This is an optimization exercise on Yosys and OpenROAD, whose aim is small area, a short achievable clock period and few clock cycles per item, not a production implementation.
In this exercise RTL edits were held to simulation tests only and were not proved equivalent to the original.
Power and IR drop assume default switching activity.

Design comp_mult_top, start of the top module:
module comp_mult_top
#(
    parameter logic [15:0] APB_BASE = '0   
) (
    input  logic        clk,
    input  logic        rst_n,
    input  logic [15:0] paddr,
    input  logic        pwrite,
    input  logic [15:0] pwdata,
    input  logic        psel,
    output logic        pready,
    output logic [15:0] prdata,
    output logic        pslverr,
    output logic        mem_ce,
    output logic        mem_we,
    output logic [15:0] mem_addr,
    output logic [7:0]  mem_wr_data,
    input  logic [7:0]  mem_rd_data
);
    logic [15:0] ofs_full;
    logic [2:0]  ofs;
    logic        in_range;
    logic        acc_ok;
    logic        wr_en;
    logic [15:0] num;        
    logic        num_nz;     
    logic        busy;       
    logic        done;
    logic        rd_q;       
    assign ofs_full = paddr - APB_BASE;
    assign in_range = (ofs_full[15:3] == 13'd0);
    assign ofs      = ofs_full[2:0];
    always_comb begin
        case (ofs)
            3'd0, 3'd1, 3'd2, 3'd3, 3'd4: acc_ok = pwrite;
            3'd5:                         acc_ok = 1'b1;
  ...
clock: 6.5 ns
lec_check: 0
abc_area: 1
cap_margin: 20
core_margin: 2
core_utilization: 40
cts_buf_list: sky130_fd_sc_hd__clkbuf_16
cts_cluster_diameter: 180
cts_cluster_size: 28
place_density: 0.7
setup_slack_margin: 4.0
slew_margin: 20
standard.sh (not shown) runs the stock make flow with config.mk's settings and CLKGATE_MAP_FILE= SYNTH_SCRIPT=/design/flow/synth_recipe.tcl, a recipe that flattens the netlist after the stock synthesis.
==> flow/flow/run.sh <==
#!/bin/bash
# standard layout, with plain buffers on the ports
set -euo pipefail
bash standard.sh BUFFER_PORTS_ARGS="-buffer_cell sky130_fd_sc_hd__buf_2" finish > standard.log 2>&1
Testbench counts at the start, summed over its fixed seeds: cycles 22,492, items 2,070.
Then changed:
- ABC_AREA: 1 -> not set
- CTS_CLUSTER_DIAMETER: 180 -> 150
- CTS_CLUSTER_SIZE: 28 -> 24
- PLACE_DENSITY: 0.7 -> not set
What happened: The changed run finished clean. Design area stays flat. Maximum frequency drops by 1.8%. Count of clock-buffer cells in the layout climbs by 2. Power drops by 0.60%.
Then changed:
- ABC_AREA: not set -> 1
=> Count of clock-buffer cells in the layout is unchanged; worst setup slack gains 0.035 ns; clock power fell by about 0.6%; final area stays flat; worst hold slack is worse by 0.061 ns.

---

== run A ==
The RTL this note starts from:
==> flow/design.v <==
`timescale 1ns/1ps
package cmul_types_pkg;
    localparam int ELEM_W    = 8;    
    localparam int RES_W     = 18;   
    localparam int RES_BYTES = 3;    
    localparam int ADDR_W    = 16;   
    localparam int REG_W     = 16;   
    typedef logic signed [ELEM_W-1:0] elem_t;       
    typedef logic signed [RES_W-1:0]  res_t;        
    typedef logic [ADDR_W-1:0]        addr_t;       
    typedef logic [REG_W-1:0]         reg_t;        
    typedef logic [2:0]               byte_cnt_t;   
endpackage
`timescale 1ns/1ps
package cmul_regmap_pkg;
    typedef enum logic [2:0] {
        OFS_OP1    = 3'd0,   
        OFS_OP2    = 3'd1,   
        OFS_RES    = 3'd2,   
        OFS_NUM_OP = 3'd3,   
        OFS_START  = 3'd4,   
        OFS_STATUS = 3'd5,   
        OFS_STATE  = 3'd6    
    } reg_offset_e;
    localparam int STS_DONE_BIT = 0;
    typedef enum logic [1:0] {
        ST_IDLE   = 2'd0,
        ST_RD_OPS = 2'd1,   
        ST_WORK   = 2'd2,   
        ST_WR_RES = 2'd3    
    } ctrl_state_e;
    localparam int OP_RD_BYTES  = 4;   
    localparam int RES_WR_BYTES = 6;   
    localparam int OP_STRIDE    = 2;   
    localparam int RES_STRIDE   = 6;   
endpackage
`timescale 1ns/1ps
module comp_mult_top
#(
    parameter logic [15:0] APB_BASE = '0   
) (
    input  logic        clk,
    input  logic        rst_n,
    input  logic [15:0] paddr,
    input  logic        pwrite,
    input  logic [15:0] pwdata,
    input  logic        psel,
    output logic        pready,
    output logic [15:0] prdata,
    output logic        pslverr,
    output logic        mem_ce,
    output logic        mem_we,
    output logic [15:0] mem_addr,
    output logic [7:0]  mem_wr_data,
    input  logic [7:0]  mem_rd_data
);
    logic [15:0] ofs_full;
    logic [2:0]  ofs;
    logic        in_range;
    logic        acc_ok;
    logic        wr_en;
    logic [15:0] num;        
    logic        num_ok;     
    logic        busy;       
    logic        done;
    logic        rd_q;       
    assign ofs_full = paddr - APB_BASE;
    assign in_range = (ofs_full[15:3] == 13'd0);
    assign ofs      = ofs_full[2:0];
    always_comb begin
        case (ofs)
            3'd0, 3'd1, 3'd2, 3'd3, 3'd4: acc_ok = pwrite;
            3'd5:                         acc_ok = 1'b1;
            3'd6:                         acc_ok = ~pwrite;
            default:                      acc_ok = 1'b0;
        endcase
    end
    assign wr_en = psel & pwrite & in_range & acc_ok;
    logic [15:0] wdat;
    logic        w_op1, w_op2, w_res, w_num, w_start, w_clr;
    always_ff @(posedge clk) begin
        wdat    <= pwdata;
        w_op1   <= wr_en & (ofs == 3'd0);
        w_op2   <= wr_en & (ofs == 3'd1);
        w_res   <= wr_en & (ofs == 3'd2);
        w_start <= wr_en & (ofs == 3'd4) & pwdata[0];
        w_clr   <= wr_en & (ofs == 3'd5) & ~pwdata[0];
    end
    always_ff @(posedge clk or negedge rst_n) begin
        if (!rst_n)
            w_num <= 1'b0;
        else
            w_num <= wr_en & (ofs == 3'd3);
    end
    logic num_nz;
    logic go;
    assign num_nz = (num != 16'd0);
    assign go     = w_start & ~busy & num_ok & num_nz;
    assign pready = 1'b1;
    assign prdata = {15'd0, rd_q};
    always_ff @(posedge clk) begin
        rd_q <= ofs[1] ? busy : (done & ~w_clr);
    end
    logic [4:0]  jc;
    logic [9:0]  s;          
    logic        lastf;      
    logic        f0;         
    logic        fend;
    logic        fin;
    assign s[0] = ~jc[4] & ~jc[0];
    assign s[1] =  jc[0] & ~jc[1];
    assign s[2] =  jc[1] & ~jc[2];
    assign s[3] =  jc[2] & ~jc[3];
    assign s[4] =  jc[3] & ~jc[4];
    assign s[5] =  jc[4] &  jc[0];
    assign s[6] = ~jc[0] &  jc[1];
    assign s[7] = ~jc[1] &  jc[2];
    assign s[8] = ~jc[2] &  jc[3];
    assign s[9] = ~jc[3] &  jc[4];
    assign fend = lastf ? s[6] : s[9];
    assign fin  = busy & lastf & fend;
    logic       o_ce, o_we;
    logic       rd_n;
    logic [5:0] wb_n;
    logic       wr_n;
    assign rd_n = go | (busy & ~lastf & (s[0] | s[1] | s[2] | (s[9] & num_nz)));
    assign wb_n = {6{busy}} & (lastf ? s[5:0] : ({6{~f0}} & s[8:3]));
    assign wr_n = |wb_n;
    always_ff @(posedge clk or negedge rst_n) begin
        if (!rst_n) begin
            o_ce <= 1'b0;
            o_we <= 1'b0;
        end else begin
            o_ce <= rd_n | wr_n;
            o_we <= wr_n;
        end
    end
    assign mem_ce = o_ce;
    assign mem_we = o_we;
    logic [15:0] cur_ptr, nx1_ptr, nx2_ptr;
    logic [15:0] nxt;
    logic        rot;
    assign nxt = cur_ptr + {15'd0, o_ce};
    assign rot = busy & ~lastf & (s[1] | s[3] | (s[9] & num_nz));
    assign mem_addr = cur_ptr;
    always_ff @(posedge clk) begin
        if (w_op1)
            cur_ptr <= wdat;
        else if (busy)
            cur_ptr <= rot ? nx1_ptr : nxt;
        if (w_op2)
            nx1_ptr <= wdat;
        else if (rot)
            nx1_ptr <= nx2_ptr;
        if (w_res)
            nx2_ptr <= wdat;
        else if (rot)
            nx2_ptr <= nxt;
        if (w_num)
            num <= wdat;
        else if (busy & ~lastf & s[3])
            num <= num - 16'd1;
    end
    always_ff @(posedge clk) begin
        if (go) begin
            jc    <= 5'd0;
            f0    <= 1'b1;
            lastf <= 1'b0;
        end else if (fend) begin
            jc    <= 5'd0;
            f0    <= 1'b0;
            lastf <= ~num_nz;
        end else begin
            jc    <= {jc[3:0], ~jc[4]};
        end
    end
    always_ff @(posedge clk or negedge rst_n) begin
        if (!rst_n) begin
            num_ok  <= 1'b0;
            busy    <= 1'b0;
            done    <= 1'b0;
            pslverr <= 1'b0;
        end else begin
            pslverr <= psel & ~(in_range & acc_ok);
            if (w_num)
                num_ok <= 1'b1;
            if (go)
                busy <= 1'b1;
            else if (fin)
                busy <= 1'b0;
            if (fin)
                done <= 1'b1;
            else if (w_clr)
                done <= 1'b0;
        end
    end
    logic signed [7:0]  opa;    
    logic signed [7:0]  opb;    
    logic signed [7:0]  opc;    
    logic signed [7:0]  opd;    
    logic signed [11:0] prod;   
    logic               p_hi;   
    logic signed [16:0] xr;     
    logic signed [16:0] yr;
    always_ff @(posedge clk) begin
        if (s[1]) opa <= mem_rd_data;
        if (s[2]) opb <= mem_rd_data;
        if (s[3]) opc <= mem_rd_data;
        if (s[4]) opd <= mem_rd_data;
    end
    logic [7:0] mcand;
    logic [1:0] bneg, bone, btwo;
    logic       acc_x, acc_y, acc_first;   
    logic       nx_d, nx_hi, nx_neg;
    logic [7:0] nx_src;
    logic [3:0] nx_nib;
    logic       nx_m1;
    logic [2:0] trip0, trip1;
    assign nx_d   = s[6] | s[7] | s[0] | s[1];
    assign nx_hi  = s[5] | s[7] | s[9] | s[1];
    assign nx_neg = s[0] | s[1];
    assign nx_src = nx_d ? opd : opc;
    assign nx_nib = nx_hi ? nx_src[7:4] : nx_src[3:0];
    assign nx_m1  = nx_hi & nx_src[3];
    assign trip0  = {nx_nib[1:0], nx_m1};
    assign trip1  = nx_nib[3:1];
    always_ff @(posedge clk) begin
        mcand     <= (s[4] | s[5] | s[0] | s[1]) ? opb : opa;
        bone[0]   <= trip0[1] ^ trip0[0];
        btwo[0]   <= (trip0[2] & ~trip0[1] & ~trip0[0]) | (~trip0[2] & trip0[1] & trip0[0]);
        bneg[0]   <= (trip0[2] & ~(trip0[1] & trip0[0])) ^ nx_neg;
        bone[1]   <= trip1[1] ^ trip1[0];
        btwo[1]   <= (trip1[2] & ~trip1[1] & ~trip1[0]) | (~trip1[2] & trip1[1] & trip1[0]);
        bneg[1]   <= (trip1[2] & ~(trip1[1] & trip1[0])) ^ nx_neg;
        p_hi      <= s[6] | s[8] | s[0] | s[2];
        acc_y     <= s[5] | s[6] | s[7] | s[8];                     
        acc_x     <= s[9] | s[0] | s[1] | s[2];                     
        acc_first <= s[5] | s[9];                                   
    end
    logic [8:0]  pm0, pm1, px0, px1;
    logic [11:0] row0, row1, row2;
    assign pm0  = bone[0] ? {mcand[7], mcand} : (btwo[0] ? {mcand, 1'b0} : 9'd0);
    assign pm1  = bone[1] ? {mcand[7], mcand} : (btwo[1] ? {mcand, 1'b0} : 9'd0);
    assign px0  = pm0 ^ {9{bneg[0]}};
    assign px1  = pm1 ^ {9{bneg[1]}};
    assign row0 = {{3{px0[8]}}, px0};
    assign row1 = {px1[8], px1, 1'b0, bneg[0]};
    assign row2 = {9'd0, bneg[1], 2'b00};
    logic signed [16:0] acc_in;
    logic signed [16:0] p_ext;
    logic signed [16:0] sum;
    assign acc_in = acc_first ? 17'sd0 : (acc_y ? yr : xr);
    assign p_ext  = p_hi ? {prod[11], prod, 4'd0} : {{5{prod[11]}}, prod};
    assign sum    = acc_in + p_ext;
    always_ff @(posedge clk) begin
        prod <= row0 + row1 + row2;
        if (acc_y) yr <= sum;
        if (acc_x) xr <= sum;
    end
    logic [7:0] wd_q;
    always_ff @(posedge clk) begin
        wd_q <= ({8{wb_n[0]}} & yr[7:0])
              | ({8{wb_n[1]}} & yr[15:8])
              | ({8{wb_n[2]}} & {6'd0, yr[16], yr[16]})
              | ({8{wb_n[3]}} & (lastf ? sum[7:0] : xr[7:0]))
              | ({8{wb_n[4]}} & xr[15:8])
              | ({8{wb_n[5]}} & {6'd0, xr[16], xr[16]});
    end
    assign mem_wr_data = wd_q;
endmodule
==> flow/config.mk <==
export PLATFORM = sky130hd
export DESIGN_NAME = comp_mult_top
export DESIGN_NICKNAME = comp_mult_top
export VERILOG_FILES = /design/flow/design.v
export SDC_FILE = /design/flow/constraint.sdc
export NUM_CORES = 4
export LEC_CHECK = 0
export CAP_MARGIN = 20
export CORE_MARGIN = 2
export CORE_UTILIZATION = 40
export CTS_BUF_LIST = sky130_fd_sc_hd__clkbuf_8
export CTS_CLUSTER_DIAMETER = 100
export CTS_CLUSTER_SIZE = 14
export SETUP_SLACK_MARGIN = 4.0
export SLEW_MARGIN = 20
==> flow/constraint.sdc <==
create_clock -name core_clock -period 6.5 [get_ports {clk}]
set_input_delay 1.3000 -clock core_clock [delete_from_list [all_inputs] [get_ports {clk}]]
set_output_delay 1.3000 -clock core_clock [all_outputs]
set_load 0.01 [all_outputs]
Scripts as last shown in full above: flow/flow/run.sh
Testbench counts of run A, summed over its fixed seeds: cycles 22,748, items 2,070.
Input changes introduced in run B (baseline for comparison: run A):
-- flow/config.mk --
<<< run A, line 11
export CTS_BUF_LIST = sky130_fd_sc_hd__clkbuf_8
export CTS_CLUSTER_DIAMETER = 100
export CTS_CLUSTER_SIZE = 14
export SETUP_SLACK_MARGIN = 4.0
>>> run B, line 11
export CTS_BUF_LIST = sky130_fd_sc_hd__clkbuf_16
export CTS_CLUSTER_DIAMETER = 150
export CTS_CLUSTER_SIZE = 24
export SETUP_SLACK_MARGIN = 3.85
==> run notes <==
- Looking at the reports, run B completed the entire flow and the layout it produced met the timing, design-rule and antenna checks.
- Comparing run A against run B, there is no change at all in flip-flop and latch count.
- Run B packs its core looser than run A.
- Changes observed in run B relative to run A: detailed placer's ending HPWL fell by about 0.43%; clock transition time at the flip-flop clock pins of the worst setup and hold paths roughly the same; final antenna diode count ~0 delta; later-pin clock latency in the skew report went down 0.08 ns.
- Compared to run A, the router laid down less metal wire for run B.
Inputs modified between run B and run C:
-- flow/config.mk --
<<< run B, line 10
export CORE_UTILIZATION = 40
>>> run C, line 10
export CORE_UTILIZATION = 55
<<< run B, line 14
export SETUP_SLACK_MARGIN = 3.85
>>> run C, line 14
export SETUP_SLACK_MARGIN = 4.0
Findings:
Run C did not stop at any stage, and its layout met the timing, design-rule and antenna checks.
Run C ends up with higher power share of the combinational group than run B does.
Relative to run B, final-stage net count has gone up in run C.
Lower critical path depth was reported by run B, not run C.
Inputs modified between run C and run D:
-- flow/config.mk --
<<< run C, line 10
export CORE_UTILIZATION = 55
export CTS_BUF_LIST = sky130_fd_sc_hd__clkbuf_16
export CTS_CLUSTER_DIAMETER = 150
export CTS_CLUSTER_SIZE = 24
>>> run D, line 10
export CORE_UTILIZATION = 40
export CTS_BUF_LIST = sky130_fd_sc_hd__clkbuf_8
Results
On post-route total power: between run C and run D, it ends up higher for run D. [compare] base=run C new=run D: final area rose by about 5%, power density relative to cell area shows an increase of 22 nW/um2, relative contribution of the clock network to total power grew by 9.8 points, cell depth of the worst setup path lower, number of buffers inserted by post-CTS setup repair increased by 18% relative to the old numbers. Diff run C and run D: post-CTS clock slew at the launch and capture registers of the worst setup and hold paths lower in run D. Lower average wire per cell in the routed design goes to run D over run C. What run D reported for reported combinational group power has to be multiplied by 1.06 to get the figure for run C. Sort run C and run D by minimum setup slack among reg-to-reg paths, ascending, and run C comes first. Final-layout clock buffer total (higher): run D.

---

quartz:
Starts from the design.v that is shown in full above.
Settings: LEC_CHECK=0, CAP_MARGIN=20, CORE_MARGIN=2, CORE_UTILIZATION=40, CTS_BUF_LIST=sky130_fd_sc_hd__clkbuf_16, CTS_CLUSTER_DIAMETER=150, CTS_CLUSTER_SIZE=24, SETUP_SLACK_MARGIN=4.0, SLEW_MARGIN=20; clock period 6.5 ns.
Scripts as last shown in full above: flow/flow/run.sh
quartz | stages: all done | timing, DRC, antenna: all pass
Testbench counts of quartz, summed over its fixed seeds: cycles 22,748, items 2,070.
Modified inputs, cedar compared to quartz
- a change of CTS_BUF_LIST from sky130_fd_sc_hd__clkbuf_16 to sky130_fd_sc_hd__clkbuf_8
- a deleted CTS_CLUSTER_DIAMETER that had been 150
- a change of SETUP_SLACK_MARGIN from 4.0 to 4.3
- a deleted CTS_CLUSTER_SIZE that had been 24
Findings:
cedar ended with more wire length than quartz. cedar vs quartz, internal power component went up by 18%. As far as aggregate global routing overflow goes, cedar and quartz are indistinguishable; the numbers are identical. Relative to quartz, utilization increased by 4.1 points in cedar. Per the comparison of cedar with quartz, combinational group share of total power -0.3 points, wire length per cell after detailed routing -0.39 µm. Min worst setup slack across cedar and quartz: cedar.

[port drivers added, routing unchanged]
How much do the figures lean on ideal ports? The routed layouts below were timed once more, with nothing changed but the port constraints.
Step 1: set_driving_cell puts a clkbuf_16 on clk and a buf_2 on each other input, an assumption about the parent block.
Step 2 moves the port delays by t, midway between the first and last clock arrival at a register: inputs arrive t later, outputs are due t later. That takes back most of the time a late clock gives input paths.
Three values: ideal, step 1, step 2; two values: the first two.
run | t (ns) | setup slack, ns | hold slack, ns | slew at the worst register clock pin (ns)
the first run of note 1 | 0.502 | 4.077 / 4.032 / 3.764 | 0.442 / 0.442 / 0.442 | 0.12 / 0.12
the second run of note 1 | 0.518 | 4.033 / 4.013 / 3.536 | 0.480 / 0.480 / 0.480 | 0.10 / 0.10
the third run of note 1 | 0.514 | 4.068 / 4.039 / 3.764 | 0.419 / 0.419 / 0.419 | 0.10 / 0.10
run A | 0.562 | 3.910 / 3.910 / 3.801 | 0.466 / 0.466 / 0.466 | 0.11 / 0.11
run B | 0.505 | 3.826 / 3.826 / 3.776 | 0.468 / 0.468 / 0.468 | 0.10 / 0.10
run C | 0.498 | 3.908 / 3.908 / 3.686 | 0.475 / 0.475 / 0.475 | 0.10 / 0.10
run D | 0.569 | 3.941 / 3.941 / 3.774 | 0.471 / 0.471 / 0.471 | 0.06 / 0.06
quartz | 0.516 | 3.968 / 3.968 / 3.772 | 0.477 / 0.477 / 0.477 | 0.10 / 0.10
cedar | 0.564 | 3.931 / 3.931 / 3.931 | 0.465 / 0.465 / 0.465 | 0.06 / 0.06
After both steps setup and hold are still met in every run listed. For the second run of note 1, which loses most, drivers alone change the setup slack by -0.020 ns; drivers and shift together by -0.497 ns.
